This is an optimization exercise on Yosys and OpenROAD, whose aim is small area, a short achievable clock period and few clock cycles, not a production implementation.
The RTL was checked by simulation tests, not by an equivalence proof against the original design.
Power figures rest on the tool's default switching activity, not on a simulated workload.

==> flow/design.v <==
`timescale 1ns / 1ps
`default_nettype none
package bmff_pkg;
	localparam int unsigned FIELD_W = 13;
	localparam int unsigned FRAME_SH    = 4;
	localparam int unsigned FRAME_BYTES = 1 << FRAME_SH;
	typedef enum logic {
		OP_ALLOC = 1'b0,
		OP_FREE  = 1'b1
	} op_t;
	typedef enum logic {
		ST_DONE    = 1'b0,
		ST_NO_ROOM = 1'b1
	} status_t;
endpackage
`default_nettype wire
`timescale 1ns / 1ps
`default_nettype none
module bmff_div
(
	input  wire logic               clk,
	input  wire logic               arst_n,
	input  wire logic               start,
	input  wire logic [bmff_pkg::FIELD_W-1:0] dividend,
	output logic                    done,
	output logic      [bmff_pkg::FIELD_W-1:0] quotient
);
	logic               done_q;
	logic [bmff_pkg::FIELD_W-1:0] quo_q;
	always_ff @(posedge clk or negedge arst_n) begin
		if (!arst_n) begin
			done_q <= 1'b0;
		end else begin
			done_q <= start;
		end
	end
	always_ff @(posedge clk) begin
		if (start) begin
			quo_q <= dividend >> bmff_pkg::FRAME_SH;
		end
	end
	assign done     = done_q;
	assign quotient = quo_q;
endmodule
`default_nettype wire
`timescale 1ns / 1ps
`default_nettype none
module bmff_ram #(
	parameter int unsigned WIDTH = 8,
	parameter int unsigned DEPTH = 64,
	localparam int unsigned AW = (DEPTH > 1) ? $clog2(DEPTH) : 1
) (
	input  wire logic             clk,
	input  wire logic             we,
	input  wire logic [AW-1:0]    waddr,
	input  wire logic [WIDTH-1:0] wdata,
	input  wire logic [AW-1:0]    raddr,
	output logic      [WIDTH-1:0] rdata
);
	logic [WIDTH-1:0] mem_q [DEPTH];
	always_ff @(posedge clk) begin
		if (we) begin
			mem_q[waddr] <= wdata;
		end
		rdata <= mem_q[raddr];
	end
endmodule
`default_nettype wire
`timescale 1ns / 1ps
`default_nettype none
module bitmap_first_fit_frame_allocator
(
	input  wire logic        clk,
	input  wire logic        arst_n,
	input  wire logic        s_tvalid,
	output logic             s_tready,
	input  wire logic [31:0] s_tdata,    
	input  wire logic [0:0]  s_tuser,    
	output logic             m_tvalid,
	input  wire logic        m_tready,
	output logic      [15:0] m_tdata,    
	output logic      [0:0]  m_tuser     
);
	localparam int N  = 512;
	localparam int NB = 9;
	localparam int NS = N / 8;      
	localparam int H  = N / 2;      
	localparam int HW = H + 8;      
	localparam int HS = H / 8;      
	localparam int RW = 1 + NB + 6 + NB;
	logic          r_valid;
	logic          r_int;       
	logic [RW-1:0] r_req;
	logic          r_half;      
	logic          b_valid;
	logic [RW-1:0] b_req;
	logic          r_op;
	logic [NB-1:0] r_q;
	logic [5:0]    r_qhm;
	logic [NB-1:0] r_first;
	assign {r_op, r_q, r_qhm, r_first} = r_req;
	logic [RW-1:0] in_req;
	assign in_req = {s_tuser[0], s_tdata[12:4], 6'(s_tdata[12:7] - 6'd1), s_tdata[25:17]};
	logic out_valid_q;
	logic out_status_q;
	logic [NB-1:0] out_frame_q;
	logic adv;
	logic found;
	logic fire;
	logic s_acc;
	assign adv      = !out_valid_q || m_tready;
	assign s_tready = !b_valid;
	assign s_acc    = s_tvalid && s_tready;
	assign fire     = r_valid && (r_int || (adv && (r_op || found || r_half)));
	always_ff @(posedge clk or negedge arst_n) begin
		if (!arst_n) begin
			r_valid <= 1'b1;
			r_int   <= 1'b1;
			r_half  <= 1'b0;
			b_valid <= 1'b0;
		end else begin
			if (!r_valid || fire) begin
				r_valid <= b_valid || s_acc;
				r_int   <= 1'b0;
				r_half  <= 1'b0;
				b_valid <= b_valid && s_acc;
			end else begin
				if (!r_op && !found) r_half <= 1'b1;
				if (s_acc) b_valid <= 1'b1;
			end
		end
	end
	always_ff @(posedge clk) begin
		if (!r_valid || fire) begin
			r_req <= b_valid ? b_req : in_req;
		end
		if (!b_valid) begin
			b_req <= in_req;
		end
	end
	logic op_eff;
	assign op_eff = r_op || r_int;
	logic [N-1:0] used_q;
	logic [N-1:0] free_w;
	assign free_w = ~used_q;
	logic [5:0] qh;
	logic [2:0] ql;
	assign qh = r_q[8:3];
	assign ql = r_q[2:0];
	logic [NS-1:0] full;
	logic [2:0]    lead [NS];
	always_comb begin
		for (int b = 0; b < NS; b++) begin
			logic [7:0] pf;
			pf[0] = free_w[8*b];
			for (int c = 1; c < 8; c++) pf[c] = pf[c-1] & free_w[8*b+c];
			full[b]    = pf[7];
			lead[b][2] = pf[3];
			lead[b][1] = (pf[1] & !pf[3]) | pf[5];
			lead[b][0] = (pf[0] & !pf[1]) | (pf[2] & !pf[3]) | (pf[4] & !pf[5]) | pf[6];
		end
	end
	logic [NS:0] sp [6];
	logic [NS:0] fr [7];
	always_comb begin
		sp[0] = {1'b0, full};
		for (int k = 1; k < 6; k++) sp[k] = sp[k-1] & (sp[k-1] >> (1 << (k-1)));
		fr[0] = '1;
		for (int k = 0; k < 6; k++) fr[k+1] = r_qhm[k] ? (sp[k] & (fr[k] >> (1 << k))) : fr[k];
	end
	logic [HS+1:0] frw;
	always_comb begin
		for (int b = 0; b <= HS + 1; b++) begin
			frw[b] = r_half ? ((b + HS <= NS) ? fr[6][b + HS] : 1'b0) : fr[6][b];
		end
	end
	logic [2:0] lsh [8][NS];
	for (genvar b = 0; b < NS; b++) begin : g_lsh0
		assign lsh[0][b] = lead[b];
	end
	for (genvar k = 0; k < 7; k++) begin : g_lsh
		localparam int SH = (k == 0) ? HS : (1 << (6 - k));
		logic sel;
		assign sel = (k == 0) ? r_half : qh[6 - k];
		for (genvar b = 0; b < NS; b++) begin : g_b
			if (b + SH < NS) begin : g_in
				assign lsh[k+1][b] = sel ? lsh[k][b + SH] : lsh[k][b];
			end else begin : g_out
				assign lsh[k+1][b] = sel ? 3'd0 : lsh[k][b];
			end
		end
	end
	logic [HW-1:0] fw;
	always_comb begin
		for (int j = 0; j < HW; j++) begin
			fw[j] = r_half ? ((j + H < N) ? free_w[j + H] : 1'b0) : free_w[j];
		end
	end
	logic [HW-1:0] suf;
	logic [HW:0]   run8q;
	always_comb begin
		for (int b = 0; b < HW / 8; b++) begin
			suf[8*b+7] = fw[8*b+7];
			for (int c = 6; c >= 0; c--) suf[8*b+c] = suf[8*b+c+1] & fw[8*b+c];
		end
		for (int b = 0; b < HW / 8; b++) begin
			for (int c = 0; c < 8; c++) begin
				run8q[8*b+c] = (qh == 6'd0) ||
				               (suf[8*b+c] && frw[b+1] && (lsh[7][b] >= 3'(c)));
			end
		end
		run8q[HW] = (qh == 6'd0);
	end
	logic [HW-1:0] pw [3];
	logic [HW-1:0] acc [4];
	always_comb begin
		pw[0] = fw;
		pw[1] = pw[0] & (pw[0] >> 1);
		pw[2] = pw[1] & (pw[1] >> 2);
		acc[0] = fw & run8q[HW:1];
		for (int k = 0; k < 3; k++) begin
			acc[k+1] = ql[k] ? (pw[k] & (acc[k] >> (1 << k))) : acc[k];
		end
	end
	localparam int HB = NB - 1;
	logic [HB-1:0] p_idx;
	logic [NB-1:0] s_idx;
	logic [H-1:0]  tf [HB+1];
	logic [HB-1:0] ti [HB+1][H];
	always_comb begin
		tf[0] = acc[3][H-1:0];
		for (int i = 0; i < H; i++) ti[0][i] = '0;
		for (int l = 1; l <= HB; l++) begin
			tf[l] = '0;
			for (int i = 0; i < H; i++) ti[l][i] = '0;
			for (int i = 0; i < (H >> l); i++) begin
				tf[l][i] = tf[l-1][2*i] | tf[l-1][2*i+1];
				ti[l][i] = tf[l-1][2*i] ? ti[l-1][2*i] : (ti[l-1][2*i+1] | HB'(1 << (l-1)));
			end
		end
		found = tf[HB][0];
		p_idx = ti[HB][0];
	end
	assign s_idx = {r_half, p_idx};
	logic [NB-1:0] lo;
	assign lo = r_int ? '0 : (r_op ? r_first : s_idx);
	logic we;
	assign we = r_valid && (r_int || adv) && (op_eff || found);
	logic [5:0] lo_s;
	logic [2:0] lo_c;
	assign {lo_s, lo_c} = lo;
	logic [3:0] csum;
	logic       k;
	logic [2:0] hi_c;
	logic [6:0] u;
	assign csum = {1'b0, lo_c} + {1'b0, ql};
	assign k    = csum[3];
	assign hi_c = csum[2:0];
	assign u    = {1'b0, lo_s} + {1'b0, qh};
	logic [NS-1:0] s_gt, s_eq, s_lt, s_eqh;
	logic [7:0]    c_ge, c_le;
	always_comb begin
		for (int b = 0; b < NS; b++) begin
			s_gt[b]  = we && (6'(b) > lo_s);
			s_eq[b]  = we && (6'(b) == lo_s);
			s_lt[b]  = r_int || (k ? (7'(b) <= u) : (7'(b) < u));
			s_eqh[b] = k ? (7'(b) == u + 7'd1) : (7'(b) == u);
		end
		for (int c = 0; c < 8; c++) begin
			c_ge[c] = (3'(c) >= lo_c);
			c_le[c] = (3'(c) <= hi_c);
		end
	end
	always_ff @(posedge clk) begin
		for (int b = 0; b < NS; b++) begin
			for (int c = 0; c < 8; c++) begin
				if ((s_gt[b] || (s_eq[b] && c_ge[c])) && (s_lt[b] || (s_eqh[b] && c_le[c])))
					used_q[8*b+c] <= !op_eff;
			end
		end
	end
	logic reply;
	assign reply = fire && !r_int;
	always_ff @(posedge clk or negedge arst_n) begin
		if (!arst_n) begin
			out_valid_q <= 1'b0;
		end else begin
			out_valid_q <= reply || (out_valid_q && !m_tready);
		end
	end
	always_ff @(posedge clk) begin
		if (reply) begin
			out_status_q <= !r_op && !found;
			out_frame_q  <= (!r_op && found) ? s_idx : '0;
		end
	end
	assign m_tvalid   = out_valid_q;
	assign m_tuser[0] = out_status_q;
	assign m_tdata    = {3'b000, out_frame_q, 4'b0000};
endmodule
`default_nettype wire
clock: 15.0 ns
lec_check: 0
cap_margin: 20
cell_pad_in_sites_detail_placement: 2
cell_pad_in_sites_global_placement: 3
core_margin: 2
core_utilization: 25
place_density: 0.45
setup_slack_margin: 5
slew_margin: 20
run.sh (not shown) runs the stock make flow with config.mk's settings and CLKGATE_MAP_FILE= SYNTH_SCRIPT=/design/flow/synth_recipe.tcl, a recipe that flattens the netlist after the stock synthesis.
The first run finished with timing, DRC and antenna clean.
Testbench counts at the start, summed over its fixed seeds: cycles 3,494.
Then changed:
Settings changed: CELL_PAD_IN_SITES_DETAIL_PLACEMENT 2 to 1, CELL_PAD_IN_SITES_GLOBAL_PLACEMENT 3 to 2, SETUP_SLACK_MARGIN 5 to 4, TNS_END_PERCENT set to 5.
- The changed run completed and failed the layout checks on max-capacitance violations, max-slew violations
- count of clock-buffer cells in the layout increases by 9
- routed wire length falls by about 5%
- area after synthesis is unchanged
- global-route usage shrinks by 2.3 points
- maximum frequency falls by about 7%
- total power shrinks by 8.1%
- setup slack is worse by 0.78 ns
- core utilization came out lower by 3.3 points
Then changed:
Settings changed: SETUP_SLACK_MARGIN 4 to 3.
=> The changed run ran to the end with no violations; die area is unchanged; register-to-register slack loses 1.2 ns; cell area falls by 5.9%; clock skew is about the same; routed wire length shrinks by 1.6%; clock-buffer cell count is unchanged; total power decreases by 4.2%; non-clock buffer count is lower by 314; utilization is lower by 1.9 points.

[port drivers added, routing unchanged]
In the flow no input, the clock included, has a driving cell. The finished layouts below were timed again as built, in two steps. Step 1: set_driving_cell puts a clkbuf_16 on clk and a buf_2 on each other input, an assumption about the parent block. Step 2, shift: input delay + t, output delay - t, t = (earliest + latest rising clock arrival at the registers) / 2. This alone moves slack from input paths to output paths. Three values: no drivers, after step 1, after step 2; two values: the first two.
run | shift t [ns] | setup slack, ns | hold WS [ns]
the first run | 0.824 | 4.462 / 4.462 / 4.462 | 0.470 / 0.470 / 0.470
the second run | 0.778 | 3.680 / 3.680 / 3.680 | 0.466 / 0.466 / 0.466
the third run | 0.762 | 2.490 / 2.490 / 2.490 | 0.465 / 0.465 / 0.465
